From an optimization exercise on the open Yosys and OpenROAD flow, aimed at small area; shortcuts taken in it are not production practice. The RTL was checked by simulation tests, not by an equivalence proof against the original design. The flow treats the clock pin as an ideal source, which a real chip does not have.

## flow/design.v (module list and top-level ports; edited modules follow where they fit)
// module guided_stats_top: 2840 lines
module guided_stats_top
(
	input  logic        clk,
	input  logic        rst_n,
	input  logic        in_valid,
	input  logic [7:0]  pix_i,
	input  logic [7:0]  pix_p,
	input  logic [7:0]  old_i,
	input  logic [7:0]  old_p,
	output logic        out_valid,
	output logic [11:0] sum_i,
	output logic [11:0] sum_p,
	output logic [41:0] var_num,
	output logic [41:0] cov_num
);
  // ...
==> flow/flow/run.sh <==
#!/bin/bash
# Own layout flow: the standard flow (standard.sh) with three changes:
#  - synthesis runs Yosys's synth without its early ABC pass (-noabc), so the explicit
#    full-adder trees of the RTL reach extract_fa as written;
#  - flow/polarity.py then re-picks the polarity of full adders and 2-input gates in the
#    synthesized netlist to drop inverters (registers and ports untouched);
#  - the ports are buffered with buf_1 cells, and the buffers synthesis added are removed
#    before placement (the resizer adds back those it needs).
set -euo pipefail
work=$(pwd)
res="$work/orfs/results/${FLOW_PLATFORM:-sky130hd}/guided_stats_top/base"
sed 's/yosys synth -nofsm -noshare/yosys synth -nofsm -noshare -noabc/' synth_recipe.tcl > "$work/flow_synth.tcl"
grep -q -- '-noabc' "$work/flow_synth.tcl"
bash standard.sh SYNTH_SCRIPT="$work/flow_synth.tcl" synth > "$work/synth.log" 2>&1
cp "$res/1_2_yosys.v" "$work/yosys_netlist.v"
python3 "$work/flow/polarity.py" "$work/yosys_netlist.v" "$res/1_2_yosys.v" > "$work/polarity.log" 2>&1
rm -f "$res/1_synth.odb"
bash standard.sh BUFFER_PORTS_ARGS="-buffer_cell sky130_fd_sc_hd__buf_1" REMOVE_ABC_BUFFERS=1 > "$work/layout.log" 2>&1
==> flow/flow/polarity.py <==
#!/usr/bin/env python3
"""Inverter clean-up on a flat Yosys netlist of sky130hd cells.

A full adder is self-dual: FA(~a, ~b, ~c) = (~sum, ~cout), so any full adder may be "flipped"
(all inputs and outputs taken in the other polarity) without changing its cell. A 2-input
AND/NAND/OR/NOR gate may take its output in the other polarity and/or both inputs in the other
polarity by becoming another of the four (De Morgan), and XOR2/XNOR2 may swap for each other.
This script chooses those polarities (simulated annealing) to need as little inverter and gate
area as it can, removes every inverter of the netlist and adds back one inverter per signal
whose complement is still needed. Registers, ports and every other cell are left as they are.

usage: polarity.py IN.v OUT.v
"""
import math
import random
import re
import sys

P = "sky130_fd_sc_hd__"
INV = 3.7536
AREA = {"and2_1": 6.256, "nand2_1": 3.7536, "or2_1": 6.256, "nor2_1": 3.7536,
        "xor2_1": 8.7584, "xnor2_1": 8.7584}
# (input polarity, output polarity) -> cell, relative to the original cell's function
GATE = {
    "and2_1": {(0, 0): "and2_1", (0, 1): "nand2_1", (1, 0): "nor2_1", (1, 1): "or2_1"},
    "nand2_1": {(0, 0): "nand2_1", (0, 1): "and2_1", (1, 0): "or2_1", (1, 1): "nor2_1"},
    "or2_1": {(0, 0): "or2_1", (0, 1): "nor2_1", (1, 0): "nand2_1", (1, 1): "and2_1"},
    "nor2_1": {(0, 0): "nor2_1", (0, 1): "or2_1", (1, 0): "and2_1", (1, 1): "nand2_1"},
    "xor2_1": {(0, 0): "xor2_1", (0, 1): "xnor2_1"},
    "xnor2_1": {(0, 0): "xnor2_1", (0, 1): "xor2_1"},
}
OUT_PINS = {"X", "Y", "Q", "Q_N", "SUM", "COUT", "HI", "LO"}


def norm(s):
    return " ".join(s.split())


def out(net):
    return net + " " if net.startswith("\\") else net


def is_const(net):
    return re.match(r"^\d*'[bh]", net) is not None


def main():
    src, dst = sys.argv[1], sys.argv[2]
    text = open(src).read()
    m = re.search(r"^module\s.*?;\n", text, re.S | re.M)
    head_end = m.end()
    end = text.rindex("endmodule")
    body = text[head_end:end]

    cell_re = re.compile(r"^\s*(" + P + r"\w+)\s+(\S+)\s*\((.*?)\);\s*$", re.S | re.M)
    pin_re = re.compile(r"\.(\w+)\(([^()]*)\)")
    assign_re = re.compile(r"^\s*assign\s+(.*?)\s*=\s*(.*?);\s*$", re.M)

    cells = []  # [type, name, [(pin, net)]]
    for cm in cell_re.finditer(body):
        pins = [(p, norm(n)) for p, n in pin_re.findall(cm.group(3))]
        cells.append([cm.group(1)[len(P):], cm.group(2), pins])
    assigns = [(norm(a), norm(b)) for a, b in assign_re.findall(body)]
    others = assign_re.sub("", cell_re.sub("", body))
    decl_lines = [l for l in others.split("\n") if l.strip()]

    ports = set()
    for l in decl_lines:
        mm = re.match(r"\s*output\s+(?:\[(\d+):(\d+)\]\s*)?(\S+);", l)
        if mm:
            if mm.group(1):
                for i in range(int(mm.group(2)), int(mm.group(1)) + 1):
                    ports.add(f"{mm.group(3)}[{i}]")
            else:
                ports.add(mm.group(3))

    invs = {ci for ci, c in enumerate(cells) if c[0] == "inv_1"}
    inv_in = {}
    for ci in invs:
        d = dict(cells[ci][2])
        inv_in[d["Y"]] = d["A"]

    def root(net):
        par = 0
        while net in inv_in:
            net = inv_in[net]
            par ^= 1
        return net, par

    driver = {}
    for ci, (t, n, pins) in enumerate(cells):
        for p, net in pins:
            if p in OUT_PINS:
                driver[net] = ci

    # variables
    nv = 0
    out_var = {}   # cell -> var of its output polarity (fa flip / gate output)
    in_var = {}    # cell -> var of its input polarity (fa flip / gate inputs)
    gate_cells = []
    for ci, (t, n, pins) in enumerate(cells):
        drives_port = any(p in OUT_PINS and net in ports for p, net in pins)
        if t == "fa_1":
            if drives_port:
                continue
            out_var[ci] = in_var[ci] = nv
            nv += 1
        elif t in GATE:
            gate_cells.append(ci)
            if not drives_port:
                out_var[ci] = nv
                nv += 1
            if (1, 0) in GATE[t] and not any(is_const(net) for p, net in pins if p not in OUT_PINS):
                in_var[ci] = nv
                nv += 1
    val = [0] * nv

    loads = {}  # root -> list of (var or -1, parity)
    def add_load(net, var):
        if is_const(net):
            return
        r, par = root(net)
        loads.setdefault(r, []).append((var, par))
    for ci, (t, n, pins) in enumerate(cells):
        if ci in invs:
            continue
        for p, net in pins:
            if p not in OUT_PINS:
                add_load(net, in_var.get(ci, -1))
    for lhs, rhs in assigns:
        add_load(rhs, -1)
    port_inv = [dict(cells[ci][2])["Y"] for ci in invs if dict(cells[ci][2])["Y"] in ports]
    for y in port_inv:
        add_load(y, -1)

    def phys(r):
        ci = driver.get(r)
        if ci is None or ci not in out_var:
            return 0
        return val[out_var[ci]]

    def root_cost(r):
        ph = phys(r)
        for var, par in loads.get(r, ()):
            if par ^ (val[var] if var >= 0 else 0) != ph:
                return INV
        return 0.0

    def gate_cost(ci):
        t = cells[ci][0]
        iv = val[in_var[ci]] if ci in in_var else 0
        ov = val[out_var[ci]] if ci in out_var else 0
        return AREA[GATE[t][(iv, ov)]]

    # what each variable touches
    var_roots = [set() for _ in range(nv)]
    var_gates = [set() for _ in range(nv)]
    for r, ls in loads.items():
        for var, par in ls:
            if var >= 0:
                var_roots[var].add(r)
    for ci, v in out_var.items():
        for p, net in cells[ci][2]:
            if p in OUT_PINS:
                var_roots[v].add(net)
    for ci in gate_cells:
        for v in (in_var.get(ci), out_var.get(ci)):
            if v is not None:
                var_gates[v].add(ci)
    var_roots = [list(s) for s in var_roots]
    var_gates = [list(s) for s in var_gates]

    all_roots = set(loads)
    for v in range(nv):
        all_roots.update(var_roots[v])

    def total():
        return sum(root_cost(r) for r in all_roots) + sum(gate_cost(ci) for ci in gate_cells)

    def local(v):
        return sum(root_cost(r) for r in var_roots[v]) + sum(gate_cost(ci) for ci in var_gates[v])

    start = total()
    cur = start
    best, best_val = cur, list(val)
    rng = random.Random(12345)
    iters = int(sys.argv[3]) * max(nv, 1) if len(sys.argv) > 3 else 300 * max(nv, 1)
    T0, T1 = 3.0, 0.05
    for k in range(iters if nv else 0):
        T = T0 * (T1 / T0) ** (k / iters)
        v = rng.randrange(nv)
        before = local(v)
        val[v] ^= 1
        d = local(v) - before
        if d <= 0 or rng.random() < math.exp(-d / T):
            cur += d
            if cur < best - 1e-9:
                best, best_val = cur, list(val)
        else:
            val[v] ^= 1
    val[:] = best_val
    # greedy polish
    improved = True
    while improved:
        improved = False
        for v in range(nv):
            before = local(v)
            val[v] ^= 1
            if local(v) < before - 1e-9:
                improved = True
            else:
                val[v] ^= 1
    best = total()
    print(f"polarity: {len(invs)} inverters before; area of inverters and 2-input gates "
          f"{start:.1f} -> {best:.1f}", file=sys.stderr)

    # rewrite
    newnets, new_cells, neg = [], [], {}
    def net_for(r, q):
        if q == phys(r):
            return r
        if r not in neg:
            k = len(neg) + 1
            nm = f"_pol{k}_"
            newnets.append(nm)
            neg[r] = nm
            new_cells.append(["inv_1", f"_polinv{k}_", [("A", r), ("Y", nm)]])
        return neg[r]

    def conn(net, flip):
        if is_const(net):
            if not flip:
                return net
            v = net.split("'")[1][1:]
            assert v in ("0", "1"), net
            return "1'b" + ("0" if v == "1" else "1")
        r, par = root(net)
        return net_for(r, par ^ flip)

    out_cells = []
    for ci, (t, n, pins) in enumerate(cells):
        if ci in invs:
            continue
        flip = val[in_var[ci]] if ci in in_var else 0
        newpins = [(p, net) if p in OUT_PINS else (p, conn(net, flip)) for p, net in pins]
        tt = t
        if t in GATE:
            ov = val[out_var[ci]] if ci in out_var else 0
            tt = GATE[t][(flip, ov)]
            op = "Y" if tt.startswith(("nand", "nor", "xnor")) else "X"
            newpins = [(op if p in ("X", "Y") else p, net) for p, net in newpins]
        out_cells.append([tt, n, newpins])
    new_assigns = [(lhs, conn(rhs, 0)) for lhs, rhs in assigns]
    for y in port_inv:
        r, par = root(y)
        new_assigns.append((y, net_for(r, par)))
    out_cells += new_cells

    lines = [text[:head_end]] + decl_lines + [f"  wire {nm};" for nm in newnets]
    for t, n, pins in out_cells:
        pl = ",\n".join(f"    .{p}({out(net)})" for p, net in pins)
        lines.append(f"  {P}{t} {n} (\n{pl}\n  );")
    for lhs, rhs in new_assigns:
        lines.append(f"  assign {out(lhs)} = {out(rhs)};")
    lines.append("endmodule\n")
    open(dst, "w").write("\n".join(lines))
    print(f"polarity: {len(neg)} inverters after", file=sys.stderr)


main()
==> flow/standard.sh <==
#!/bin/bash
# synth_recipe.tcl (not shown) runs the flow's synth.tcl, then flattens the netlist and writes it again
# the make line also repeats each setting of config.mk as NAME=value (left out here)
make -C /OpenROAD-flow-scripts/flow DESIGN_CONFIG=/design/flow/config.mk WORK_HOME=/design/flow/orfs CLKGATE_MAP_FILE= SYNTH_SCRIPT=/design/flow/synth_recipe.tcl "${@:-finish}"
==> flow/config.mk <==
export PLATFORM = sky130hd
export DESIGN_NAME = guided_stats_top
export DESIGN_NICKNAME = guided_stats_top
export VERILOG_FILES = /design/flow/design.v
export SDC_FILE = /design/flow/constraint.sdc
export NUM_CORES = 4
export LEC_CHECK = 0
export CAP_MARGIN = 20
export CORE_MARGIN = 2
export CORE_UTILIZATION = 40
export SLEW_MARGIN = 20
==> flow/constraint.sdc <==
create_clock -name core_clock -period 10.0 [get_ports {clk}]
set_input_delay 2.0000 -clock core_clock [delete_from_list [all_inputs] [get_ports {clk}]]
set_output_delay 2.0000 -clock core_clock [all_outputs]
set_load 0.01 [all_outputs]
==> summary.txt, run 1 <==
Place
  – Pre-CTS WS: -75.8 ps
  – Placed instance area: 35800 sq um
  – Dpl cells: 3437

Finish
  – Register area: 16300 sq um
  – Largest class: multi-input combinational cells
  – Finished Layout Cells: 3547
  – Inverters: 160
  – Fin area: 37700 sq um
  – Non-CTS buffers: 169
  – Fraction of area in multi-input gates: 43.8%

Setup path
  – Crit path to: var_num[20]
  – Crit-path cells: inv_1 -> ha_1 -> fa_1 -> fa_1 -> fa_1 -> fa_1 -> fa_1 -> fa_1 -> fa_1 -> fa_1 -> fa_1 -> fa_1 -> fa_1 -> fa_1 -> a21o_1 -> a211oi_1 -> nor2_1 -> o22ai_1 -> xnor2_1 -> buf_1
  – Worst flop-to-flop path startpoint: lb_i[11][0]
  – Data required, critical path: 8000 ps
  – Endpoint class of the critical path: output port

Die
  – Width of the die: 296 um
  – CORE AREA: 84700 sq um
  – Tapcell count: 1144

STA
  – Final Hold Viols: 0
  – Max_slew headroom: 37.9%
  – Min cycle time layout: 9490 ps
  – Setup violators final: 0
  – Clk_skew: 28.0 ps
  – Final Slew Violations: 0

Detailed routing
  – WL met3: 4510 um
  – DR WL met2: 33800 um
  – Wirelength per Cell: 19.9 um
  – DR top layer: met5

Outcome
  – Outcome: timing/DRC/antenna clean

Hold path
  – Hold EP: lb_p[2][7]

GRT
  – GR Util met2: 27.1%
  – GR Util met3: 3.60%
  – M1 GR Usage: 22.9%
  – First-pass GRT wire length: 110000 um
  – GRT Max-Usage Layer: met2

Yosys
  – Cells after Synth: 2227

CTS
  – Htree depth: 2
  – Worst skew pair latency: 630 ps
==> run 2, diff against run 1 <==
==> flow/flow/run.sh (replaced) <==
#!/bin/bash
# Own layout flow: the standard flow (standard.sh) with these changes:
#  - synthesis runs Yosys's synth without its early ABC pass (-noabc), so the explicit
#    full-adder trees of the RTL reach extract_fa as written;
#  - flow/polarity.py then re-picks the polarity of full adders and 2-input gates in the
#    synthesized netlist to drop inverters (registers and ports untouched);
#  - the ports are buffered with buf_1 cells, and the buffers synthesis added are removed
#    before placement (the resizer adds back those it needs);
#  - the clock tree uses larger sink clusters (fewer clock buffers) and no dummy loads.
set -euo pipefail
work=$(pwd)
res="$work/orfs/results/${FLOW_PLATFORM:-sky130hd}/guided_stats_top/base"
sed 's/yosys synth -nofsm -noshare/yosys synth -nofsm -noshare -noabc/' synth_recipe.tcl > "$work/flow_synth.tcl"
grep -q -- '-noabc' "$work/flow_synth.tcl"
bash standard.sh SYNTH_SCRIPT="$work/flow_synth.tcl" synth > "$work/synth.log" 2>&1
cp "$res/1_2_yosys.v" "$work/yosys_netlist.v"
python3 "$work/flow/polarity.py" "$work/yosys_netlist.v" "$res/1_2_yosys.v" > "$work/polarity.log" 2>&1
rm -f "$res/1_synth.odb"
bash standard.sh BUFFER_PORTS_ARGS="-buffer_cell sky130_fd_sc_hd__buf_1" REMOVE_ABC_BUFFERS=1 \
  CTS_ARGS="-sink_clustering_enable -repair_clock_nets -sink_clustering_size 30 -sink_clustering_max_diameter 100 -buf_list sky130_fd_sc_hd__clkbuf_16 -dont_use_dummy_load" > "$work/layout.log" 2>&1
==> summary.txt, run 2 <==
Die
  – Die ar.: 87500 sq um
  – # IOs: 144
  – Starting Density: 40.2%
  – Row count: 107
  – Die Ht: 296 um
  – CORE AREA: 84700 sq um (unchanged)
  – Width of the die: 296 um (unchanged)

Setup path
  – Endpoint class of the critical path: flop
  – WS Path Type: in -> reg
  – Largest fanout on the critical path: 5
  – CP startpoint kind: primary input
  – Crit path DAT: 9980 ps
  – Data required, critical path: 10490 ps (+2490 ps)

CTS
  – Worst skew pair latency: 580 ps (-50 ps)
  – TritonCTS clock tree: built
  – Num CTS Buffers: 25
  – Num Clock Sinks: 566
  – Reg clk slew, reported paths: 100 ps
  – Htree depth: 1 (-1)
  – CTS max path bufs: 3
  – Root Buffer: clkbuf_16

Place
  – Gpl congestion: 0.910
  – Port-buffer cells: 105
  – Pre-CTS WS: -75.8 ps (unchanged)
  – Final HPWL DP: 54400 um

STA
  – RSZ-0062 raised after global routing: false
  – Setup violators final: 0 (unchanged)
  – Max_slew headroom: 37.9% (about the same)
  – Final Slew Violations: 0 (unchanged)
  – Worst slew pin tran: 931 ps
  – Clk_skew: 59.3 ps (+31.3 ps)
  – Min cycle time layout: 9480 ps (-7.79 ps)
  – Highest Clock Rate: 105 MHz
  – Period utilization: 94.8%
  – Worst Setup Slack, final: 518 ps
  – Final Hold Viols: 0 (unchanged)

GRT
  – First-pass GRT wire length: 109000 um (-1.3%)
  – Largest net degree at the start of global routing: 176
  – Total GRT Usage: 16.4%
  – Initial antenna violation count: 1
  – Number of global-route vias before repair: 18.8k
  – Total congestion overflow: 0

Detailed routing
  – Post-Route WL: 69700 um
  – Wirelength per Cell: 20.1 um (+1.3%)
  – DR iter-0 viols: 1132
  – Antenna viol nets, final: 0
  – Via count: 17.0k
  – Router iterations before antenna repair: 5
  – DRC Markers: 0
  – DR vias/cell: 4.90

Finish
  – Most common cell after layout, fill and taps aside: fa_1
  – Final core utilization: 43.0%
  – Fillers: 7654
  – Layout cells sized above 1: 4.44%
  – Final #Nets: 3059
  – Most frequent cells in the layout: 600 x fa_1, 494 x edfxtp_1, 319 x nor2_1
  – Largest regs: lb_i (192), lb_p (192)
  – Area delta synth->final: 6.90%
  – ANT cells: 0

Yosys
  – Post-Synthesis Cell Area: 34100 sq um
  – Synth warn: 3
  – Cells after Synth: 2227 (unchanged)
  – Syn_area_per_cell: 15.3 sq um

Hold path
  – Worst Hold Class: reg -> reg

Outcome
  – Outcome: timing/DRC/antenna clean

Flow run
  – Max-cap violations: 0
==> run 2: area by class of cell <==
cell class / instances / area (sq um) / share of cell area [%]
tap: 1144 / 1430 / 3.93
timing repair buffer: 169 / 916 / 2.52
multi-input combinational: 1398 / 16500 / 45.4
inverter: 160 / 601 / 1.65
sequential: 566 / 16300 / 44.8
clock buffer: 25 / 626 / 1.72
==> run 2: per-stage QoR <==
| step | cell area, sq um | cells | hold slack (ps) | setup TNS (ps) |
|---|---|---|---|---|
| floorplan | 33400 | 2124 | 400 | -7750 |
| global placement | 35800 | 3437 | 400 | 0 |
| detailed placement | 35800 | 3437 | 405 | -120 |
| CTS | 36400 | 3462 | 356 | 0 |
| global route | 36400 | 3462 | 368 | 0 |
| finish | 36400 | 3462 | 362 | 0 |
==> run 2: worst max-delay path: stages <==
cell and delay, ps:
buf_1 550, inv_1 240, nor2_1 200, fa_1 460, fa_1 550, fa_1 440, fa_1 410, fa_1 420
fa_1 400, fa_1 400, fa_1 440, ha_1 340, fa_1 480, fa_1 450, fa_1 400, fa_1 420
fa_1 400, a21o_1 220, a211oi_2 210, nor2_1 90, o41ai_2 260, xnor2_1 170
==> run 2: timing repair <==
| action | in CTS | in global routing |
|---|---|---|
| endpoints found under the setup margin | 0 | 1 |
| resized for setup | 0 | 1 |
| hold buffers | 0 | 0 |
| endpoints found under the hold margin | 0 | 0 |
| setup buffers | 0 | 0 |
==> run 2: per-layer routing <==
layer	part of all wire, %	wire length, um	track usage, %
met2	48	33500	27.1
met3	5.7	3940	2.65
met1	44	30700	23.0
met4	2.3	1630	3.81
met5	0.019	13	0
==> run 2: final timing paths <==
check | slack (ps) | to | cells past startpoint | from
max in group asynchronous | 8290 | col[2] | 1 | rst_n
max reg2reg | 1300 | w_ip[18] | 22 | lb_i[11][0]
max | 520 | w_ip[18] | 22 | pix_i[1]
min reg2reg | 360 | lb_p[23][1] | 0 | lb_p[22][1]
min | 360 | lb_p[23][1] | 0 | lb_p[22][1]
min in group asynchronous | 1380 | row[3] | 1 | rst_n
==> run 3, diff against run 2 <==
--- a/flow/flow/run.sh
+++ b/flow/flow/run.sh
@@ -17,4 +17,4 @@
 python3 "$work/flow/polarity.py" "$work/yosys_netlist.v" "$res/1_2_yosys.v" > "$work/polarity.log" 2>&1
 rm -f "$res/1_synth.odb"
 bash standard.sh BUFFER_PORTS_ARGS="-buffer_cell sky130_fd_sc_hd__buf_1" REMOVE_ABC_BUFFERS=1 \
-  CTS_ARGS="-sink_clustering_enable -repair_clock_nets -sink_clustering_size 30 -sink_clustering_max_diameter 100 -buf_list sky130_fd_sc_hd__clkbuf_16 -dont_use_dummy_load" > "$work/layout.log" 2>&1
+  CTS_ARGS="-sink_clustering_enable -repair_clock_nets -sink_clustering_size 36 -sink_clustering_max_diameter 120 -buf_list sky130_fd_sc_hd__clkbuf_16 -dont_use_dummy_load" > "$work/layout.log" 2>&1
==> summary.txt, run 3 <==
Detailed routing
  – DRC Markers: 0 (unchanged)
  – DR vias/cell: 4.89 (-0.22%)
  – Post-Route WL: 69400 um (-0.48%)
  – DR iter-0 viols: 1116 (-1.4%)
  – Via count: 16.9k (-0.37%)
  – Router iterations before antenna repair: 5 (unchanged)
  – Wirelength per Cell: 20.1 um (-0.33%)
  – Antenna viol nets, final: 0 (unchanged)

Finish
  – Layout cells sized above 1: 4.24% (-0.21 points)
  – Area delta synth->final: 6.53%
  – Final #Nets: 3054 (-0.16%)
  – ANT cells: 0 (unchanged)
  – Largest regs: lb_i (192), lb_p (192)
  – Finished Layout Cells: 3457 (-0.14%)
  – Most frequent cells in the layout: 600 x fa_1, 494 x edfxtp_1, 319 x nor2_1
  – Most common cell after layout, fill and taps aside: fa_1
  – Fillers: 7671 (+0.22%)

STA
  – Highest Clock Rate: 105 MHz (-0.18%)
  – Hold WS: 387 ps (+25.2 ps)
  – RSZ-0062 raised after global routing: false
  – Final Hold Viols: 0 (unchanged)
  – Min cycle time layout: 9500 ps (+17.0 ps)
  – Clk_skew: 33.7 ps (-25.6 ps)
  – Period utilization: 95.0% (+0.17 points)
  – Setup violators final: 0 (unchanged)
  – Final Slew Violations: 0 (unchanged)
  – Worst Setup Slack, final: 501 ps (-17.0 ps)
  – Max_slew headroom: 37.3% (-0.56 points)
  – Worst slew pin tran: 939 ps (+7.14 ps)

Outcome
  – Outcome: timing/DRC/antenna clean

Die
  – Width of the die: 296 um (unchanged)
  – Starting Density: 40.2% (unchanged)
  – # IOs: 144 (unchanged)
  – Die Ht: 296 um (unchanged)
  – Die ar.: 87500 sq um (unchanged)
  – CORE AREA: 84700 sq um (unchanged)
  – Row count: 107 (unchanged)

GRT
  – Initial antenna violation count: 1 (unchanged)
  – Number of global-route vias before repair: 18.7k (-0.12%)
  – Total congestion overflow: 0 (unchanged)
  – GRT Max-Usage Layer: met2
  – GR Util met3: 2.83% (+0.17 points)
  – Largest net degree at the start of global routing: 176 (unchanged)
  – Total GRT Usage: 16.4% (-0.054 points)
  – M1 GR Usage: 22.7% (-0.24 points)
  – First-pass GRT wire length: 109000 um (-0.33%)
  – GR Util met2: 26.9% (-0.20 points)

Setup path
  – CP startpoint kind: primary input
  – Data required, critical path: 10500 ps (about the same)
  – Crit path DAT: 10000 ps (+20 ps)
  – CP dominant cell by count: fa_1
  – Top delay family on crit path: adder cells
  – Register-to-register setup slack: 1280 ps (-20 ps)
  – WS Path Type: in -> reg
  – Worst Path Buf+Inv: 2 (unchanged)
  – CP max-delay cell: buf_1
  – Largest fanout on the critical path: 5 (unchanged)
  – Crit path largest cell delay: 570 ps (+20 ps)
  – Crit-path cells: buf_1 -> inv_1 -> nor2_1 -> fa_1 -> fa_1 -> fa_1 -> fa_1 -> fa_1 -> fa_1 -> fa_1 -> fa_1 -> ha_1 -> fa_1 -> fa_1 -> fa_1 -> fa_1 -> fa_1 -> a21o_1 -> a211oi_2 -> nor2_1 -> o41ai_2 -> xnor2_1
  – Endpoint class of the critical path: flop

CTS
  – Root Buffer: clkbuf_16
  – Worst skew pair latency: 570 ps (about the same)
  – CTS max path bufs: 3 (unchanged)
  – Num CTS Buffers: 20 (-20%)
  – Htree depth: 1 (unchanged)
  – Num Clock Sinks: 566 (unchanged)
  – Setup Buffers After CTS: 0 (unchanged)
  – TritonCTS clock tree: built
  – Reg clk slew, reported paths: 120 ps (+20 ps)

Yosys
  – Post-Synthesis Cell Area: 34100 sq um (unchanged)
  – Synth warn: 3 (unchanged)
  – Syn_area_per_cell: 15.3 sq um (unchanged)
  – Cells after Synth: 2227 (unchanged)

Place
  – Port-buffer cells: 105 (unchanged)
  – Gpl congestion: 0.910 (unchanged)
  – Pre-CTS WS: -75.8 ps (unchanged)
  – Final HPWL DP: 54400 um (unchanged)
  – Dpl cells: 3437 (unchanged)

Flow run
  – Max-cap violations: 0 (unchanged)

Hold path
  – Worst Hold Class: reg -> reg
[run 3: repair_timing]
item                                    4_1_cts  5_1_grt
resized for setup                             0        1
hold buffers                                  0        0
endpoints found under the setup margin        0        1
[run 3: worst paths after layout]
check,startpoint,to,cells after the start
hold reg to reg,lb_i[0][0],lb_i[1][0],0
max in group asynchronous,rst_n,row[2],1
setup reg to reg,lb_i[11][0],w_ip[18],22
min in group asynchronous,rst_n,out_valid,1
hold / removal,lb_i[0][0],lb_i[1][0],0
setup / recovery,pix_i[1],w_ip[18],22
[run 3: cell type report]
| class | count | area [sq um] | area share [%] |
|---|---|---|---|
| Sequential cell | 566 | 16300 | 45.0 |
| Multi-Input combinational cell | 1398 | 16500 | 45.5 |
| Inverter | 160 | 601 | 1.66 |
| Clock buffer | 20 | 500 | 1.38 |
| Timing Repair Buffer | 169 | 916 | 2.52 |
| Tap cell | 1144 | 1430 | 3.94 |
[run 3: worst reg2reg max path, delay by kind of cell (launching register included)]
family          cells  cell delay (ps)
xor+xnor            1              160
simple gates        2              230
flops               1              580
buf+inv             1              450
fa+ha+maj          15             6490
compound gates      3              700
[run 3: layer usage]
layer  wire length (um)  up-vias  part of all wire, %
met5                 13        -                0.019
met4               1800        2                  2.6
met3               4200       96                  6.0
met2              33300      478                   48
met1              30100     9027                   43
li1                   -     7291                    -
[run 3: metrics by stage]
step           setup TNS (ps)  utilization (%)  cell area [sq um]
2_1_floorplan           -7750                -              33400
5_1_grt                     0             42.8              36300
4_1_cts                     0             42.8              36300
3_5_place_dp             -120             42.2              35800
6_report                    0             42.8              36300
3_3_place_gp                0             42.2              35800
==> run 4, diff against run 3 <==
--- a/flow/flow/run.sh
+++ b/flow/flow/run.sh
@@ -17,4 +17,4 @@
 python3 "$work/flow/polarity.py" "$work/yosys_netlist.v" "$res/1_2_yosys.v" > "$work/polarity.log" 2>&1
 rm -f "$res/1_synth.odb"
 bash standard.sh BUFFER_PORTS_ARGS="-buffer_cell sky130_fd_sc_hd__buf_1" REMOVE_ABC_BUFFERS=1 \
-  CTS_ARGS="-sink_clustering_enable -repair_clock_nets -sink_clustering_size 36 -sink_clustering_max_diameter 120 -buf_list sky130_fd_sc_hd__clkbuf_16 -dont_use_dummy_load" > "$work/layout.log" 2>&1
+  CTS_ARGS="-sink_clustering_enable -repair_clock_nets -sink_clustering_size 30 -sink_clustering_max_diameter 100 -buf_list sky130_fd_sc_hd__clkbuf_16 -dont_use_dummy_load" > "$work/layout.log" 2>&1
--- a/flow/flow/polarity.py
+++ b/flow/flow/polarity.py
@@ -7,7 +7,8 @@
 polarity by becoming another of the four (De Morgan), and XOR2/XNOR2 may swap for each other.
 This script chooses those polarities (simulated annealing) to need as little inverter and gate
 area as it can, removes every inverter of the netlist and adds back one inverter per signal
-whose complement is still needed. Registers, ports and every other cell are left as they are.
+whose complement is still needed. Plain buffers are dropped too (the layout's resizer adds back
+those it needs). Registers, ports and every other cell are left as they are.
 
 usage: polarity.py IN.v OUT.v
 """
@@ -74,17 +75,20 @@
             else:
                 ports.add(mm.group(3))
 
-    invs = {ci for ci, c in enumerate(cells) if c[0] == "inv_1"}
+    # inverters and plain buffers are removed; the resizer adds back the buffers it needs
+    invs = {ci for ci, c in enumerate(cells)
+            if c[0] == "inv_1" or re.match(r"(clk)?buf_\d+$", c[0])}
     inv_in = {}
     for ci in invs:
         d = dict(cells[ci][2])
-        inv_in[d["Y"]] = d["A"]
+        y = d.get("Y", d.get("X"))
+        inv_in[y] = (d["A"], 1 if "Y" in d else 0)
 
     def root(net):
         par = 0
         while net in inv_in:
-            net = inv_in[net]
-            par ^= 1
+            net, p = inv_in[net]
+            par ^= p
         return net, par
 
     driver = {}
@@ -129,7 +133,10 @@
                 add_load(net, in_var.get(ci, -1))
     for lhs, rhs in assigns:
         add_load(rhs, -1)
-    port_inv = [dict(cells[ci][2])["Y"] for ci in invs if dict(cells[ci][2])["Y"] in ports]
+    def outnet(ci):
+        d = dict(cells[ci][2])
+        return d.get("Y", d.get("X"))
+    port_inv = [outnet(ci) for ci in invs if outnet(ci) in ports]
     for y in port_inv:
         add_load(y, -1)
 
@@ -211,7 +218,7 @@
             else:
                 val[v] ^= 1
     best = total()
-    print(f"polarity: {len(invs)} inverters before; area of inverters and 2-input gates "
+    print(f"polarity: {len(invs)} inverters and buffers before; area of inverters and 2-input gates "
           f"{start:.1f} -> {best:.1f}", file=sys.stderr)
 
     # rewrite
--- a/flow/config.mk
+++ b/flow/config.mk
@@ -7,5 +7,5 @@
 export LEC_CHECK = 0
 export CAP_MARGIN = 20
 export CORE_MARGIN = 2
-export CORE_UTILIZATION = 40
+export CORE_UTILIZATION = 65
 export SLEW_MARGIN = 20
==> summary.txt, run 4 <==
Outcome
  – Outcome: timing/DRC/antenna clean

Hold path
  – Worst Hold Class: reg -> reg

Die
  – Starting Density: 66.1% (+26 points)
  – # IOs: 144 (unchanged)
  – Row count: 82 (-23%)
  – Die Ht: 230 um (-22%)
  – CORE AREA: 50300 sq um (-41%)
  – Width of the die: 230 um (-22%)
  – Die ar.: 53000 sq um (-39%)

Yosys
  – Syn_area_per_cell: 16.0 sq um (+4.8%)
  – Synth warn: 3 (unchanged)
  – Cells after Synth: 2073 (-6.9%)
  – Post-Synthesis Cell Area: 33200 sq um (-2.4%)

CTS
  – Worst skew pair latency: 600 ps (+30 ps)
  – Num Clock Sinks: 566 (unchanged)
  – CTS max path bufs: 3 (unchanged)
  – Post-CTS resize count: 0 (unchanged)
  – Setup Buffers After CTS: 0 (unchanged)
  – Num CTS Buffers: 24 (+20%)
  – TritonCTS clock tree: built
  – CTS Hold Bufs: 0 (unchanged)
  – Root Buffer: clkbuf_16
  – Reg clk slew, reported paths: 100 ps (-20 ps)
  – Htree depth: 1 (unchanged)

Place
  – Gpl congestion: 0.908 (-0.25%)
  – Port-buffer cells: 105 (unchanged)
  – Pre-CTS WS: 137 ps (+212 ps)
  – Dpl cells: 2932 (-15%)
  – Final HPWL DP: 48600 um (-11%)

STA
  – Clk_skew: 76.4 ps (+42.7 ps)
  – Worst slew pin tran: 963 ps (+24.6 ps)
  – Final Slew Violations: 0 (unchanged)
  – RSZ-0062 raised after global routing: false
  – Sum Neg Setup Slack: 0 ps (unchanged)
  – Max_slew headroom: 35.8% (-1.6 points)
  – Final Hold Viols: 0 (unchanged)
  – Highest Clock Rate: 104 MHz (-1.6%)
  – Setup violators final: 0 (unchanged)
  – Min cycle time layout: 9650 ps (+150 ps)
  – Period utilization: 96.5% (+1.5 points)
  – Worst Setup Slack, final: 351 ps (-150 ps)

Setup path
  – Crit path DAT: 7650 ps (-2350 ps)
  – Largest fanout on the critical path: 17 (+12)
  – Crit-path cells: buf_6 -> inv_1 -> buf_4 -> ha_1 -> fa_1 -> fa_1 -> fa_1 -> fa_1 -> fa_1 -> fa_1 -> fa_1 -> fa_1 -> fa_1 -> fa_1 -> fa_1 -> fa_1 -> a21o_1 -> a211oi_1 -> nor2_1 -> o22ai_1 -> xnor2_1 -> buf_1
  – Endpoint class of the critical path: output port
  – CP max-delay cell: fa_1
  – CP startpoint kind: flop
  – CP dominant cell by count: fa_1
  – Worst Path Buf+Inv: 4 (+2)
  – Data required, critical path: 8000 ps (-2500 ps)
  – Crit path largest cell delay: 450 ps (-120 ps)
  – WS Path Type: reg -> out
  – Top delay family on crit path: adder cells

Finish
  – Final core utilization: 70.9% (+28 points)
  – Finished Layout Cells: 2956 (-14%)
  – Area delta synth->final: 7.31%
  – Fillers: 3340 (-56%)
  – Most common cell after layout, fill and taps aside: fa_1
  – Largest regs: lb_i (192), lb_p (192)
  – Most frequent cells in the layout: 600 x fa_1, 494 x edfxtp_1, 340 x nor2_1
  – Final #Nets: 3025 (-0.95%)
  – Layout cells sized above 1: 4.33% (+0.098 points)
  – ANT cells: 0 (unchanged)

Detailed routing
  – DRC Markers: 0 (unchanged)
  – Router iterations before antenna repair: 7 (+2)
  – Via count: 16.7k (-1.2%)
  – DR vias/cell: 5.64 (+15%)
  – Wirelength per Cell: 21.5 um (+7.0%)
  – DR iter-0 viols: 1126 (+0.90%)
  – Post-Route WL: 63500 um (-8.5%)
  – Antenna viol nets, final: 0 (unchanged)

GRT
  – First-pass GRT wire length: 104000 um (-4.4%)
  – Number of global-route vias before repair: 18.7k (-0.17%)
  – Largest net degree at the start of global routing: 183 (+4.0%)
  – Initial antenna violation count: 1 (unchanged)
  – Total congestion overflow: 0 (unchanged)
  – Total GRT Usage: 25.9% (+9.5 points)

Flow run
  – Max-cap violations: 0 (unchanged)
## run 4: final cells by class
| type | instances | area [sq um] | area share, % |
|---|---|---|---|
| well taps | 672 | 841 | 2.36 |
| clock buffers | 24 | 601 | 1.68 |
| flip-flops and latches | 566 | 16300 | 45.8 |
| repair buffers | 166 | 901 | 2.53 |
| inverters | 130 | 488 | 1.37 |
| multi-input cells | 1398 | 16500 | 46.3 |
## run 4: final timing paths
path                        startpoint           to  slack, ps  cells past startpoint
setup / recovery                w_i[1]  var_num[20]        350                     22
hold / removal             lb_p[16][5]  lb_p[17][5]        360                      0
hold reg to reg            lb_p[16][5]  lb_p[17][5]        360                      0
setup reg to reg           lb_i[11][1]     w_ip[18]       1260                     26
min in group asynchronous        rst_n       row[1]       1370                      1
max in group asynchronous        rst_n       col[2]       8290                      1
## run 4: routing by layer
layer	part of all wire (%)	global-route usage [%]	vias up
li1	-	-	7241
met1	42	37.4	8823
met2	48	41.6	522
met5	0.014	0	-
met3	6.2	4.37	95
met4	3.5	7.88	2
## run 4: through the flow
step	cell area [sq um]	hold WS, ps
detailed placement	35000	405
global route	35700	369
global placement	35000	400
floorplan	33300	400
finish	35700	357
CTS	35600	354
==> run 5, diff against run 4 <==
--- a/flow/config.mk
+++ b/flow/config.mk
@@ -8,4 +8,5 @@
 export CAP_MARGIN = 20
 export CORE_MARGIN = 2
 export CORE_UTILIZATION = 65
+export PLACE_DENSITY = 0.8
 export SLEW_MARGIN = 20
==> summary.txt, run 5 <==
Setup path
  – CP dominant cell by count: fa_1
  – Critical path depth in cells: 21 (-4.5%)
  – Endpoint class of the critical path: output port
  – CP max-delay cell: dfxtp_2
  – Worst flop-to-flop path startpoint: lb_i[11][1]
  – Crit path DAT: 7710 ps (+60 ps)
  – CP Launch Point: w_ii[0]
  – Largest fanout on the critical path: 9 (-8)
  – Crit-path cells: clkinvlp_4 -> ha_1 -> or2_1 -> fa_1 -> fa_1 -> fa_1 -> fa_1 -> fa_1 -> fa_1 -> fa_1 -> fa_1 -> fa_1 -> fa_1 -> fa_1 -> fa_1 -> a21o_1 -> a211oi_1 -> nor2_1 -> o22ai_1 -> xnor2_1 -> buf_1
  – CP startpoint kind: flop
  – Cell count of the worst reg-to-reg path: 26 (unchanged)
  – Top delay family on crit path: adder cells
  – Register-to-register setup slack: 1100 ps (-160 ps)
  – Crit path to: var_num[20]
  – Reg2reg end: w_ip[18]
  – WS Path Type: reg -> out
  – Crit path largest cell delay: 450 ps (about the same)
  – Data required, critical path: 8000 ps (about the same)
  – Worst Path Buf+Inv: 2 (-2)

CTS
  – Num CTS Buffers: 24 (unchanged)
  – CTS max path bufs: 3 (unchanged)
  – Worst skew pair latency: 590 ps (about the same)
  – Num Clock Sinks: 566 (unchanged)
  – Reg clk slew, reported paths: 120 ps (+20 ps)
  – TritonCTS clock tree: built
  – Setup Buffers After CTS: 0 (unchanged)
  – Root Buffer: clkbuf_16
  – Htree depth: 1 (unchanged)

Outcome
  – Outcome: timing/DRC/antenna clean

GRT
  – Total GRT Usage: 25.9% (about the same)
  – Largest net degree at the start of global routing: 206 (+13%)
  – First-pass GRT wire length: 104000 um (+0.31%)
  – Total congestion overflow: 0 (unchanged)
  – Number of global-route vias before repair: 19.1k (+2.4%)
  – Initial antenna violation count: 1 (unchanged)

STA
  – Highest Clock Rate: 103 MHz (-0.65%)
  – Min cycle time layout: 9710 ps (+63.5 ps)
  – Clk_skew: 74.0 ps (-2.41 ps)
  – Setup violators final: 0 (unchanged)
  – Period utilization: 97.1% (+0.64 points)
  – RSZ-0062 raised after global routing: false
  – Worst Setup Slack, final: 287 ps (-63.5 ps)
  – Max_slew headroom: 30.2% (-5.6 points)
  – Final Hold Viols: 0 (unchanged)
  – Worst slew pin tran: 1050 ps (+84.2 ps)
  – Final Slew Violations: 0 (unchanged)

Finish
  – Final core utilization: 70.8% (-0.13 points)
  – Most frequent cells in the layout: 600 x fa_1, 494 x edfxtp_1, 340 x nor2_1
  – Most common cell after layout, fill and taps aside: fa_1
  – Register area: 16300 sq um (about the same)
  – Largest regs: lb_i (192), lb_p (192)
  – Layout cells sized above 1: 4.13% (-0.21 points)
  – Fillers: 3256 (-2.5%)
  – ANT cells: 0 (unchanged)
  – Final #Nets: 3018 (-0.23%)
  – Multi-input logic area: 16500 sq um (unchanged)
  – Area delta synth->final: 7.10%

Hold path
  – Worst Hold Class: reg -> reg

Detailed routing
  – DR iter-0 viols: 1553 (+38%)
  – DR vias/cell: 5.79 (+2.6%)
  – Via count: 17.1k (+2.4%)
  – Post-Route WL: 64300 um (+1.1%)
  – Antenna viol nets, final: 0 (unchanged)
  – Wirelength per Cell: 21.8 um (+1.4%)
  – Router iterations before antenna repair: 6 (-1)
  – DRC Markers: 0 (unchanged)

Die
  – Die ar.: 53000 sq um (unchanged)
  – Row count: 82 (unchanged)
  – Starting Density: 66.1% (unchanged)
  – CORE AREA: 50300 sq um (unchanged)
  – Die Ht: 230 um (unchanged)
  – Width of the die: 230 um (unchanged)
  – # IOs: 144 (unchanged)

Yosys
  – Syn_area_per_cell: 16.0 sq um (unchanged)
  – Post-Synthesis Cell Area: 33200 sq um (unchanged)
  – Synth warn: 3 (unchanged)
  – Cells after Synth: 2073 (unchanged)

Flow run
  – Max-cap violations: 0 (unchanged)

Place
  – Port-buffer cells: 105 (unchanged)
  – Final HPWL DP: 49000 um (+0.95%)
  – Pre-CTS WS: 125 ps (-11.1 ps)
  – Gpl congestion: 0.894 (-1.5%)
[run 5: final cells by class]
class	count	share of cell area, %
multi-input combinational	1398	46.4
clock buffer	24	1.69
timing repair buffer	159	2.33
inverter	130	1.38
sequential	566	45.9
tap	672	2.36
[run 5: worst min-delay path by stage]
stage                startpoint     endpoint  slack (ps)  cells past startpoint
floorplan            lb_i[9][0]  lb_i[10][0]         400                      0
global placement    lb_p[16][1]  lb_p[17][1]         400                      0
detailed placement  lb_i[10][2]  lb_i[11][2]         400                      0
CTS                 lb_p[22][6]  lb_p[23][6]         410                      0
global route        lb_p[19][7]  lb_p[20][7]         410                      0
finish              lb_p[19][7]  lb_p[20][7]         400                      0
[run 5: layer usage]
layer	vias to the layer above	share of wire [%]	global-route usage, %
li1	7223	-	-
met1	9048	41	37.2
met2	659	49	42.5
met3	148	6.3	3.36
met4	0	3.3	7.76
met5	-	0	0
[run 5: timing repair]
| item | CTS | global route |
|---|---|---|
| setup endpoints to repair | 0 | 1 |
| gates resized for setup | 0 | 2 |
| hold buffers | 0 | 0 |
[run 5: through the flow]
stage	cells	area (sq um)	TNS, ps	hold WS [ps]
finish	2949	35600	0	403
global route	2949	35600	0	413
CTS	2949	35600	0	409
detailed placement	2925	35000	0	405
global placement	2925	35000	0	401
floorplan	2094	33300	-3600	400
==> run 6, diff against run 5 <==
--- a/flow/config.mk
+++ b/flow/config.mk
@@ -7,6 +7,5 @@
 export LEC_CHECK = 0
 export CAP_MARGIN = 20
 export CORE_MARGIN = 2
-export CORE_UTILIZATION = 65
-export PLACE_DENSITY = 0.8
+export CORE_UTILIZATION = 40
 export SLEW_MARGIN = 20
==> summary.txt, run 6 <==
Die
  – Starting Density: 40.5% (-26 points)
  – CORE AREA: 82100 sq um (+63%)
  – # IOs: 144 (unchanged)
  – Width of the die: 292 um (+27%)
  – Die ar.: 85400 sq um (+61%)
  – Row count: 105 (+28%)
  – Die Ht: 292 um (+27%)

GRT
  – Initial antenna violation count: 2 (+1)
  – Number of global-route vias before repair: 19.0k (-0.75%)
  – Total congestion overflow: 0 (unchanged)
  – Total GRT Usage: 16.6% (-9.3 points)
  – First-pass GRT wire length: 109000 um (+4.9%)
  – Largest net degree at the start of global routing: 194 (-5.8%)

CTS
  – CTS Hold Bufs: 0 (unchanged)
  – Reg clk slew, reported paths: 110 ps (about the same)
  – Post-CTS resize count: 0 (unchanged)
  – Num CTS Buffers: 26 (+8.3%)
  – Setup Buffers After CTS: 0 (unchanged)
  – CTS max path bufs: 3 (unchanged)
  – Num Clock Sinks: 566 (unchanged)
  – Htree depth: 1 (unchanged)
  – TritonCTS clock tree: built
  – Worst skew pair latency: 620 ps (+30 ps)
  – Root Buffer: clkbuf_16

Yosys
  – Syn_area_per_cell: 16.0 sq um (unchanged)
  – Cells after Synth: 2073 (unchanged)
  – Synth warn: 3 (unchanged)
  – Post-Synthesis Cell Area: 33200 sq um (unchanged)

Place
  – Port-buffer cells: 105 (unchanged)
  – Pre-CTS WS: 14.3 ps (-111 ps)
  – Gpl congestion: 0.856 (-4.3%)
  – Final HPWL DP: 52300 um (+6.6%)
  – Placed instance area: 35600 sq um (+1.7%)

Setup path
  – Reg2reg end: w_ip[18]
  – Worst Path Buf+Inv: 2 (unchanged)
  – Crit-path cells: inv_1 -> ha_1 -> or2_1 -> fa_1 -> fa_1 -> fa_1 -> fa_1 -> fa_1 -> fa_1 -> fa_1 -> fa_1 -> fa_1 -> fa_1 -> fa_1 -> fa_1 -> a21o_1 -> a211oi_1 -> nor2_1 -> o22ai_1 -> xnor2_1 -> buf_1
  – Endpoint class of the critical path: output port
  – Data required, critical path: 8000 ps (about the same)
  – CP startpoint kind: flop
  – Register-to-register setup slack: 1210 ps (+110 ps)
  – CP dominant cell by count: fa_1
  – Worst flop-to-flop path startpoint: lb_i[11][1]
  – CP max-delay cell: fa_1
  – Crit path largest cell delay: 430 ps (-20 ps)
  – Top delay family on crit path: adder cells
  – WS Path Type: reg -> out
  – Crit path DAT: 7630 ps (-80 ps)
  – Cell count of the worst reg-to-reg path: 27 (+3.8%)
  – Largest fanout on the critical path: 9 (unchanged)

Finish
  – Final #Nets: 3029 (+0.36%)
  – Most common cell after layout, fill and taps aside: fa_1
  – Layout cells sized above 1: 4.46% (+0.33 points)
  – Largest regs: lb_i (192), lb_p (192)
  – Register area: 16300 sq um (about the same)
  – Multi-input logic area: 16500 sq um (about the same)
  – Area delta synth->final: 8.96%
  – Fin area: 36200 sq um (+1.7%)
  – Most frequent cells in the layout: 600 x fa_1, 494 x edfxtp_1, 340 x nor2_1
  – Fillers: 7242 (+120%)

STA
  – Final Hold Viols: 0 (unchanged)
  – Period utilization: 96.3% (-0.78 points)
  – Highest Clock Rate: 104 MHz (+0.81%)
  – Clk_skew: 88.8 ps (+14.8 ps)
  – Setup violators final: 0 (unchanged)
  – Worst slew pin tran: 1070 ps (+25.0 ps)
  – Max_slew headroom: 28.5% (-1.7 points)
  – Min cycle time layout: 9630 ps (-78.3 ps)
  – Worst Setup Slack, final: 365 ps (+78.3 ps)
  – Final Slew Violations: 0 (unchanged)
  – RSZ-0062 raised after global routing: false

Detailed routing
  – Router iterations before antenna repair: 6 (unchanged)
  – DR vias/cell: 4.98 (-14%)
  – Via count: 16.7k (-2.1%)
  – DR iter-0 viols: 1118 (-28%)
  – DRC Markers: 0 (unchanged)
  – Antenna viol nets, final: 0 (unchanged)
  – Post-Route WL: 68100 um (+6.0%)
  – Wirelength per Cell: 20.3 um (-6.9%)

Flow run
  – Max-cap violations: 0 (unchanged)

Hold path
  – Hold EP: lb_p[17][7]
  – Hold_sp: lb_p[16][7]
  – Worst Hold Depth: 0 (unchanged)
  – Worst Hold Class: reg -> reg

Outcome
  – Outcome: timing/DRC/antenna clean
[run 6: worst max-delay path by stage]
stage / startpoint / to / slack [ps] / cells past startpoint
CTS: w_ii[0] / var_num[20] / 280 / 21
floorplan: w_ii[0] / cov_num[21] / -170 / 18
finish: w_ii[0] / var_num[20] / 370 / 21
detailed placement: pix_i[3] / w_ip[18] / 10 / 26
global placement: pix_i[3] / w_ip[18] / 110 / 26
global route: w_ii[0] / var_num[20] / 30 / 21
[run 6: cell type report]
cell class | instances | area share (%)
Antenna cell | 1 | 0.00691
Clock buffer | 26 | 1.80
Inverter | 130 | 1.35
Multi-Input combinational cell | 1398 | 45.6
Sequential cell | 566 | 45.1
Tap cell | 1070 | 3.70
Timing Repair Buffer | 168 | 2.51
[run 6: worst reg2reg max path, stage by stage, from the launching register on]
cell	delay [ps]
edfxtp_1	380
buf_4	180
inv_1	430
nor2_1	150
fa_1	450
fa_1	590
fa_1	430
fa_1	400
fa_1	430
fa_1	420
fa_1	390
fa_1	390
fa_1	450
ha_1	230
fa_1	380
ha_1	230
fa_1	450
a21o_1	220
a21oi_1	220
o21bai_1	100
a21oi_1	200
xnor2_1	270
fa_1	480
ha_1	340
o21ai_0	170
nand2b_1	80
o41ai_2	60
xnor2_1	160
[run 6: layer usage]
| metal | GRT usage, % | up-vias | wire [um] |
|---|---|---|---|
| met5 | 0 | - | 0 |
| met4 | 4.65 | 0 | 2100 |
| met3 | 2.06 | 95 | 3010 |
| met2 | 27.1 | 439 | 32500 |
| met1 | 23.7 | 8948 | 30600 |
| li1 | - | 7241 | - |
[run 6: stage by stage]
step                TNS [ps]  hold WS, ps  cells  utilization (%)
finish                     0          367   3359             44.1
global route               0          374   3359             44.1
CTS                        0          367   3358             44.1
detailed placement         0          405   3332             43.3
global placement           0          400   3332             43.3
floorplan              -3600          400   2094                -
==> run 7, diff against run 6 <==
--- a/flow/flow/run.sh
+++ b/flow/flow/run.sh
@@ -17,4 +17,4 @@
 python3 "$work/flow/polarity.py" "$work/yosys_netlist.v" "$res/1_2_yosys.v" > "$work/polarity.log" 2>&1
 rm -f "$res/1_synth.odb"
 bash standard.sh BUFFER_PORTS_ARGS="-buffer_cell sky130_fd_sc_hd__buf_1" REMOVE_ABC_BUFFERS=1 \
-  CTS_ARGS="-sink_clustering_enable -repair_clock_nets -sink_clustering_size 30 -sink_clustering_max_diameter 100 -buf_list sky130_fd_sc_hd__clkbuf_16 -dont_use_dummy_load" > "$work/layout.log" 2>&1
+  CTS_ARGS="-sink_clustering_enable -repair_clock_nets -sink_clustering_size 16 -sink_clustering_max_diameter 80 -buf_list sky130_fd_sc_hd__clkbuf_8 -dont_use_dummy_load" > "$work/layout.log" 2>&1
--- a/flow/config.mk
+++ b/flow/config.mk
@@ -7,5 +7,5 @@
 export LEC_CHECK = 0
 export CAP_MARGIN = 20
 export CORE_MARGIN = 2
-export CORE_UTILIZATION = 40
+export CORE_UTILIZATION = 65
 export SLEW_MARGIN = 20
==> summary.txt, run 7 <==
Outcome
  – Outcome: timing/DRC/antenna clean

Finish
  – Final #Nets: 3046 (+0.56%)
  – Final core utilization: 71.0% (+27 points)
  – Largest regs: lb_i (192), lb_p (192)
  – Area delta synth->final: 7.38%
  – Layout cells sized above 1: 5.29% (+0.83 points)
  – Most frequent cells in the layout: 600 x fa_1, 494 x edfxtp_1, 340 x nor2_1
  – ANT cells: 0 (-1)
  – Most common cell after layout, fill and taps aside: fa_1
  – Fin area: 35700 sq um (-1.5%)

CTS
  – Worst skew pair latency: 650 ps (+30 ps)
  – Num Clock Sinks: 566 (unchanged)
  – Root Buffer: clkbuf_8
  – CTS max path bufs: 3 (unchanged)
  – TritonCTS clock tree: built
  – Num CTS Buffers: 43 (+65%)
  – Reg clk slew, reported paths: 100 ps (about the same)
  – Htree depth: 2 (+1)
  – CTS Hold Bufs: 0 (unchanged)

Yosys
  – Synth warn: 3 (unchanged)
  – Post-Synthesis Cell Area: 33200 sq um (unchanged)
  – Cells after Synth: 2073 (unchanged)
  – Syn_area_per_cell: 16.0 sq um (unchanged)

STA
  – Period utilization: 96.5% (+0.14 points)
  – Min cycle time layout: 9650 ps (+13.6 ps)
  – Final Hold Viols: 0 (unchanged)
  – Clk_skew: 131 ps (+42.5 ps)
  – Setup violators final: 0 (unchanged)
  – Worst slew pin tran: 942 ps (-131 ps)
  – Final Slew Violations: 0 (unchanged)
  – Hold WS: 370 ps (+2.89 ps)
  – Highest Clock Rate: 104 MHz (-0.14%)
  – Max_slew headroom: 37.2% (+8.7 points)

GRT
  – Largest net degree at the start of global routing: 183 (-5.7%)
  – Total GRT Usage: 26.3% (+9.6 points)
  – Number of global-route vias before repair: 18.8k (-0.82%)
  – Total congestion overflow: 0 (unchanged)
  – Initial antenna violation count: 0 (-2)
  – First-pass GRT wire length: 105000 um (-4.1%)

Place
  – Gpl congestion: 0.908 (+6.1%)
  – Final HPWL DP: 48600 um (-7.1%)
  – Port-buffer cells: 105 (unchanged)
  – Placed instance area: 35000 sq um (-1.4%)

Die
  – # IOs: 144 (unchanged)
  – Row count: 82 (-22%)
  – Starting Density: 66.1% (+26 points)
  – CORE AREA: 50300 sq um (-39%)
  – Die Ht: 230 um (-21%)
  – Die ar.: 53000 sq um (-38%)
  – Width of the die: 230 um (-21%)

Setup path
  – Cell count of the worst reg-to-reg path: 22 (-19%)
  – Crit-path cells: buf_8 -> inv_1 -> buf_4 -> ha_1 -> fa_1 -> fa_1 -> fa_1 -> fa_1 -> fa_1 -> fa_1 -> fa_1 -> fa_1 -> fa_1 -> fa_1 -> fa_1 -> fa_1 -> a21o_1 -> a211oi_1 -> nor2_1 -> o22ai_2 -> xnor2_1 -> buf_1
  – CP dominant cell by count: fa_1
  – WS Path Type: reg -> out
  – CP max-delay cell: fa_1
  – Crit path largest cell delay: 450 ps (+20 ps)
  – Worst Path Buf+Inv: 4 (+2)
  – Top delay family on crit path: adder cells
  – Endpoint class of the critical path: output port
  – Largest fanout on the critical path: 17 (+8)
  – Crit path DAT: 7650 ps (+20 ps)
  – Data required, critical path: 8000 ps (about the same)
  – CP Launch Point: w_i[1]
  – CP startpoint kind: flop
  – Critical path depth in cells: 22 (+4.8%)
  – Worst flop-to-flop path startpoint: lb_i[11][1]

Detailed routing
  – DRC Markers: 0 (unchanged)
  – Via count: 16.8k (+0.26%)
  – DR iter-0 viols: 1116 (-0.18%)
  – Router iterations before antenna repair: 5 (-1)
  – Post-Route WL: 63900 um (-6.3%)
  – Wirelength per Cell: 21.5 um (+5.8%)
  – DR vias/cell: 5.63 (+13%)
  – Antenna viol nets, final: 0 (unchanged)

Hold path
  – Worst Hold Depth: 0 (unchanged)
  – Hold_sp: lb_i[1][1]
  – Worst Hold Class: reg -> reg

Flow run
  – Max-cap violations: 0 (unchanged)
-- run 7: cell count changes in the layout (fill, tap and decap cells not counted) --
cell	delta
clkbuf_8	+43
clkbuf_16	-26
buf_4	-3
buf_6	+2
buf_8	+1
clkinvlp_4	+1
diode_2	-1
inv_1	-1
o22ai_1	-1
o22ai_2	+1
xnor2_1	-1
xnor2_2	+1
-- run 7: path summary, 6_finish.rpt --
path | end | slack [ps]
worst min-delay path | lb_i[2][1] | 370
worst max-delay path | var_num[20] | 350
min in group asynchronous | col[0] | 1300
max in group asynchronous | col[1] | 8360
worst max register to register | w_ip[18] | 1200
worst min register to register | lb_i[2][1] | 370
-- run 7: timing repair --
action	CTS	global route
setup buffers	0	2
gates resized for setup	0	5
setup endpoints to repair	0	2
-- run 7: metrics by stage --
step           TNS (ps)  std cells  worst slack (ps)
2_1_floorplan     -3600       2094              -172
3_3_place_gp          0       2932               269
3_5_place_dp          0       2932               137
4_1_cts               0       2975               239
5_1_grt           -13.3       2977             -13.3
6_report              0       2977               352
-- run 7: area by class of cell --
type	count	area, sq um
repair buffers	168	923
well taps	672	841
inverters	130	492
multi-input cells	1398	16500
clock buffers	43	592
fillers	3331	14600
flip-flops and latches	566	16300
-- run 7: metal layers --
metal	share of wire (%)	vias up	GRT usage, %
met5	0	-	0
met3	6.3	92	4.74
met4	2.6	0	6.73
li1	-	7273	-
met2	49	560	42.1
met1	42	8841	38.3

-- re-timing with driven ports --
The flow's constraints put no driver on any port. The routed layouts listed below were extracted and timed again, unchanged, in two steps. Step 1 sets driving cells, clkbuf_16 on the clock port and buf_2 on the other inputs (assumed; they add their load-dependent delay and slew). Step 2 moves the port delays by t, midway between the first and last clock arrival at a register: inputs arrive t later, outputs are due t later. That takes back most of the time a late clock gives input paths. Slacks: no drivers / after step 1 / after step 2; pairs: no drivers / after step 1.
run | t (ns) | setup slack, ns | worst setup path after step 2 | slew at the worst register clock pin (ns)
run 1 | 0.674 | 0.510 / 0.450 / -0.138 | input to register | 0.06 / 0.06
run 2 | 0.614 | 0.518 / 0.467 / -0.093 | input to register | 0.12 / 0.12
run 3 | 0.617 | 0.501 / 0.475 / -0.113 | input to register | 0.13 / 0.13
run 4 | 0.619 | 0.351 / 0.292 / 0.190 | input to register | 0.12 / 0.12
run 5 | 0.609 | 0.287 / 0.233 / 0.118 | input to register | 0.12 / 0.12
run 6 | 0.635 | 0.365 / 0.304 / -0.024 | input to register | 0.11 / 0.11
run 7 | 0.641 | 0.352 / 0.296 / 0.197 | input to register | 0.11 / 0.11
Met with ideal ports but missed after step 2: setup timing in run 1, run 2, run 3 and run 6. The setup slack of run 1, which loses most, moves by -0.060 ns with the drivers and by -0.648 ns with both steps.
